Context: an optimization exercise on an open-source flow, tuned for small area and a short achievable clock period. The choices shown serve that exercise and are no tape-out recipe. At most, simulation tests tie the RTL to the original design; equivalence was not proved. No activity file was given, so power comes from the tool's default toggle rates.

==> xenon <==
==> flow/design.v <==
module dmem_responder #(
    parameter int ADDR_W  = 6,
    parameter int LATENCY = 2
) (
    input  logic        clk,
    input  logic        rst,
    input  logic        memreq,
    input  logic        memwrite,
    input  logic [31:0] dataadr,
    input  logic [31:0] writedata,
    output logic [31:0] readdata,
    output logic        ready,
    output logic        busy,
    output logic        err
);
    localparam int NR = 16;      
    logic busy_q, s1_q, s2_q, rdy_q, err_q;
    logic [31:0] rd_q;
    logic wr_q, mis_q;
    logic [5:0] idx_q;
    logic [31:0] wd_q;
    logic accept;
    assign accept = !busy_q && memreq;
    always_ff @(posedge clk) begin
        if (rst) begin
            busy_q <= 1'b0;
            s1_q <= 1'b0;
            s2_q <= 1'b0;
            rdy_q <= 1'b0;
        end else begin
            busy_q <= accept || s1_q || s2_q;
            s1_q <= accept;
            s2_q <= s1_q;
            rdy_q <= s2_q;
        end
    end
    logic [5:0] idx_n;
    assign idx_n = busy_q ? idx_q : dataadr[7:2];
    always_ff @(posedge clk) begin
        if (!busy_q) begin
            wr_q <= memwrite;
            mis_q <= |dataadr[1:0];
            wd_q <= writedata;
        end
        idx_q <= idx_n;
    end
    logic unused_adr;
    assign unused_adr = ^dataadr[31:8];
    logic [1:0] ph, ph_n;
    assign ph_n = ph + 2'd1;
    always_ff @(posedge clk) ph <= ph_n;
    logic commit;
    assign commit = rdy_q && wr_q && !mis_q && !rst;
    logic [31:0] wbuf;
    logic [5:0] widx;
    logic pend;
    logic [NR-1:0] inj_q;        
    logic inj;
    assign inj = |inj_q;
    logic pend_n;
    logic [5:0] widx_n;
    assign pend_n = commit || (pend && !inj);
    assign widx_n = commit ? idx_q : widx;
    always_ff @(posedge clk) begin
        pend <= pend_n;
        if (commit) wbuf <= wd_q;
        widx <= widx_n;
        for (int r = 0; r < NR; r++)
            inj_q[r] <= pend_n && widx_n[5:2] == 4'(r) && 2'(widx_n[1:0] + ph_n) == 2'd3;
    end
    logic [NR-1:0][31:0] p0, p1, p2, p3;
    always_ff @(posedge clk) begin
        for (int r = 0; r < NR; r++) begin
            p0[r] <= inj_q[r] ? wbuf : p3[r];
            p1[r] <= p0[r];
            p2[r] <= p1[r];
            p3[r] <= p2[r];
        end
    end
    logic [1:0] pos_n;
    assign pos_n = 2'(idx_n[1:0] + ph_n);
    logic [2*NR-1:0] sel_q;
    logic even_q, fwd_q;
    always_ff @(posedge clk) begin
        for (int r = 0; r < NR; r++) begin
            sel_q[2*r] <= idx_n[5:2] == 4'(r) && pos_n == 2'd0;
            sel_q[2*r+1] <= idx_n[5:2] == 4'(r) && pos_n == 2'd2;
        end
        even_q <= !pos_n[0];
        fwd_q <= widx_n == idx_n;
    end
    logic [31:0] tapv, hold_q;
    always_comb begin
        tapv = '0;
        for (int r = 0; r < NR; r++)
            tapv = tapv | ({32{sel_q[2*r]}} & p0[r]) | ({32{sel_q[2*r+1]}} & p2[r]);
    end
    always_ff @(posedge clk) begin
        hold_q <= tapv;
        err_q <= !rst && s2_q && mis_q;
        if (!rst && s2_q && !mis_q)
            rd_q <= fwd_q ? wbuf : (even_q ? tapv : hold_q);
        else
            rd_q <= '0;
    end
    assign ready = rdy_q;
    assign busy = busy_q;
    assign err = err_q;
    assign readdata = rd_q;
endmodule
==> flow/run.sh <==
#!/bin/bash
# synth_recipe.tcl (not shown) runs the flow's synth.tcl, then flattens the netlist and writes it again
# the make line also repeats each setting of config.mk as NAME=value (left out here)
make -C /OpenROAD-flow-scripts/flow DESIGN_CONFIG=/design/flow/config.mk WORK_HOME=/design/flow/orfs CLKGATE_MAP_FILE= SYNTH_SCRIPT=/design/flow/synth_recipe.tcl finish
==> flow/config.mk <==
export PLATFORM = sky130hd
export DESIGN_NAME = dmem_responder
export DESIGN_NICKNAME = dmem_responder
export VERILOG_FILES = /design/flow/design.v
export SDC_FILE = /design/flow/constraint.sdc
export NUM_CORES = 4
export LEC_CHECK = 0
export CAP_MARGIN = 20
export CORE_MARGIN = 2
export CORE_UTILIZATION = 40
export SETUP_SLACK_MARGIN = 2.6
export SLEW_MARGIN = 20
==> flow/constraint.sdc <==
create_clock -name core_clock -period 5.0 [get_ports {clk}]
set_input_delay 1.0000 -clock core_clock [delete_from_list [all_inputs] [get_ports {clk}]]
set_output_delay 1.0000 -clock core_clock [all_outputs]
set_load 0.01 [all_outputs]
==> inputs of amber, as changes to xenon <==
==> flow/design.v (replaced) <==
module dmem_responder #(
    parameter int ADDR_W  = 6,
    parameter int LATENCY = 2
) (
    input  logic        clk,
    input  logic        rst,
    input  logic        memreq,
    input  logic        memwrite,
    input  logic [31:0] dataadr,
    input  logic [31:0] writedata,
    output logic [31:0] readdata,
    output logic        ready,
    output logic        busy,
    output logic        err
);
    localparam int NR = 16;      
    logic busy_q, s1_q, s2_q, rdy_q, err_q;
    logic busy_o, rdy_o;         
    logic [31:0] rd_q;
    logic wr_q, mis_q;
    logic [5:0] idx_q;
    logic [31:0] wd_q;
    logic accept;
    assign accept = !busy_q && memreq;
    always_ff @(posedge clk) begin
        if (rst) begin
            busy_q <= 1'b0;
            busy_o <= 1'b0;
            s1_q <= 1'b0;
            s2_q <= 1'b0;
            rdy_q <= 1'b0;
            rdy_o <= 1'b0;
        end else begin
            busy_q <= accept || s1_q || s2_q;
            busy_o <= (!busy_o && memreq) || s1_q || s2_q;
            s1_q <= accept;
            s2_q <= s1_q;
            rdy_q <= s2_q;
            rdy_o <= s2_q && busy_o;
        end
    end
    logic [5:0] idx_n;
    assign idx_n = busy_q ? idx_q : dataadr[7:2];
    always_ff @(posedge clk) begin
        if (!busy_q) begin
            wr_q <= memwrite;
            mis_q <= |dataadr[1:0];
            wd_q <= writedata;
        end
        idx_q <= idx_n;
    end
    logic unused_adr;
    assign unused_adr = ^dataadr[31:8];
    logic [1:0] ph, ph_n;
    assign ph_n = ph + 2'd1;
    always_ff @(posedge clk) ph <= ph_n;
    logic [31:0] wbuf;
    logic [5:0] widx;
    logic [1:0] wpos, ipos_q;
    logic pend;
    logic inj_q;                 
    logic [NR-1:0] rinj_q;       
    logic [NR-1:0] keep_q;       
    logic inj, inj_n;
    logic [3:0] ring_n;
    assign inj = inj_q && pend;
    assign inj_n = (rdy_q ? wr_q && !mis_q : pend && !inj) && (rdy_q ? ipos_q : wpos) == 2'd2;
    assign ring_n = rdy_q ? idx_q[5:2] : widx[5:2];
    always_ff @(posedge clk) begin
        pend <= rdy_q ? wr_q && !mis_q && !rst : pend && !inj;
        if (rdy_q) begin
            wbuf <= wd_q;
            widx <= idx_q;
        end
        wpos <= 2'((rdy_q ? ipos_q : wpos) + 2'd1);
        inj_q <= inj_n;
        for (int r = 0; r < NR; r++) begin
            rinj_q[r] <= inj_n && ring_n == 4'(r);
            keep_q[r] <= !(inj_n && ring_n == 4'(r));
        end
    end
    logic [NR-1:0][31:0] p0, p1, p2, p3;
    always_ff @(posedge clk) begin
        for (int r = 0; r < NR; r++) begin
            p0[r] <= ({32{rinj_q[r] && pend}} & wbuf) | ({32{keep_q[r] || !pend}} & p3[r]);
            p1[r] <= p0[r];
            p2[r] <= p1[r];
            p3[r] <= p2[r];
        end
    end
    logic [1:0] pos_n;
    assign pos_n = 2'(idx_n[1:0] + ph_n);
    logic [2*NR-1:0] seln_q;     
    always_ff @(posedge clk) begin
        ipos_q <= pos_n;
        for (int r = 0; r < NR; r++) begin
            seln_q[2*r] <= !(idx_n[5:2] == 4'(r) && pos_n == 2'd0);
            seln_q[2*r+1] <= !(idx_n[5:2] == 4'(r) && pos_n == 2'd2);
        end
    end
    logic [31:0] tapv, hold_q;
    always_comb begin
        tapv = '1;
        for (int r = 0; r < NR; r++)
            tapv = tapv & ({32{seln_q[2*r]}} | p0[r]) & ({32{seln_q[2*r+1]}} | p2[r]);
    end
    logic use_w_q, use_t_q, use_h_q;
    logic fwd;
    assign fwd = pend && widx == idx_q;
    always_ff @(posedge clk) begin
        use_w_q <= !rst && s1_q && !mis_q && fwd;
        use_t_q <= !rst && s1_q && !mis_q && !fwd && ipos_q[0];
        use_h_q <= !rst && s1_q && !mis_q && !fwd && !ipos_q[0];
        hold_q <= tapv;
        err_q <= !rst && s2_q && mis_q;
        rd_q <= {32{!rst}} & (({32{use_w_q}} & wbuf) | ({32{use_t_q}} & tapv) | ({32{use_h_q}} & hold_q));
    end
    assign ready = rdy_o;
    assign busy = busy_o;
    assign err = err_q;
    assign readdata = rd_q;
endmodule
CORE_UTILIZATION = 65   (was 40)
CTS_CLUSTER_DIAMETER = 80   (was default)
CTS_CLUSTER_SIZE = 30   (was default)
PLACE_DENSITY = 0.75   (was default)
SETUP_SLACK_MARGIN = 2.95   (was 2.6)
==> notes.md <==
Between xenon and amber, the lower non-clock buffer count is in xenon (gap 114). Against xenon, the sequential power of amber is higher by about 3%. Core utilization: xenon is lower than amber (25 points). In xenon the clock skew is lower than in amber, by 0.0062 ns. Critical path depth: xenon is higher than amber (8). Against amber, the synthesized area of xenon is larger by about 1.2%. Of xenon and amber, amber has the higher sequential share of layout area (gap 6.3 points). Between amber and xenon, the lower die area is in amber (gap 39%, measured against xenon). In xenon the flip-flop and latch count is lower than in amber, by 24. Between xenon and amber, the lower count of clock-buffer cells in the layout is in amber (gap 205).
==> figures <==
metric	xenon	amber
Run status	no timing/DRC/antenna violations	no timing/DRC/antenna violations
Avg WL per Cell	26.3 um	33.8 um
Sink of the worst hold path	p2[236]	p2[216]
Multi-input combinational cell count	1367	1576
Combinational Power Share	0.9%	3.0%
Max frequency	0.415 GHz	0.451 GHz
Number of cell instances on the worst register-to-register path	6	5
Worst IR Drop VDD	0.305 mV	0.414 mV
Xor/xnor share of the synthesized area	0.173%	0.147%
Placed Cells incl. Taps	5661	5169
Post-synth cell types	32	47
Number of global-route vias before repair	31500	34200
Gr usage total	20.9%	38.3%
Worst rel slew slack	26.1%	35.3%
Total power draw	0.0345 W	0.0279 W
Core region area	0.146 mm2	0.0884 mm2
Multi-input combinational area share	17.7%	17.1%
Nets	4027	4249
Crit-path max cell delay	0.33 ns	0.39 ns
Area growth, synth to finish	17.0%	9.44%
Via/cell ratio	5.05	6.64
Detailed route wirelength on metal3	8890 um	20700 um
For xenon, only the layout was checked, not whether the RTL still works.

afterwards: timing with drivers on the ports:
How much do the figures lean on ideal ports? The routed layouts below were timed once more, with nothing changed but the port constraints. Step 1 assumes that a clkbuf_16 drives the clock port and a buf_2 every other input. Step 2, shift: input delay + t, output delay - t, t = (earliest + latest rising clock arrival at the registers) / 2. This alone moves slack from input paths to output paths. a / b / c = no drivers / after step 1 / after step 2; a / b = the first two.
run	shift t [ns]	slack for setup (ns)	worst slew at a driven data input, ns	pins driven straight from the clock port
xenon	0.869	2.591 / 2.588 / 1.771	0.05	1
amber	0.748	2.785 / 2.715 / 2.282	0.08	1
After both steps every run listed still meets setup and hold. For xenon, which loses most, drivers alone change the setup slack by -0.003 ns; drivers and shift together by -0.820 ns.
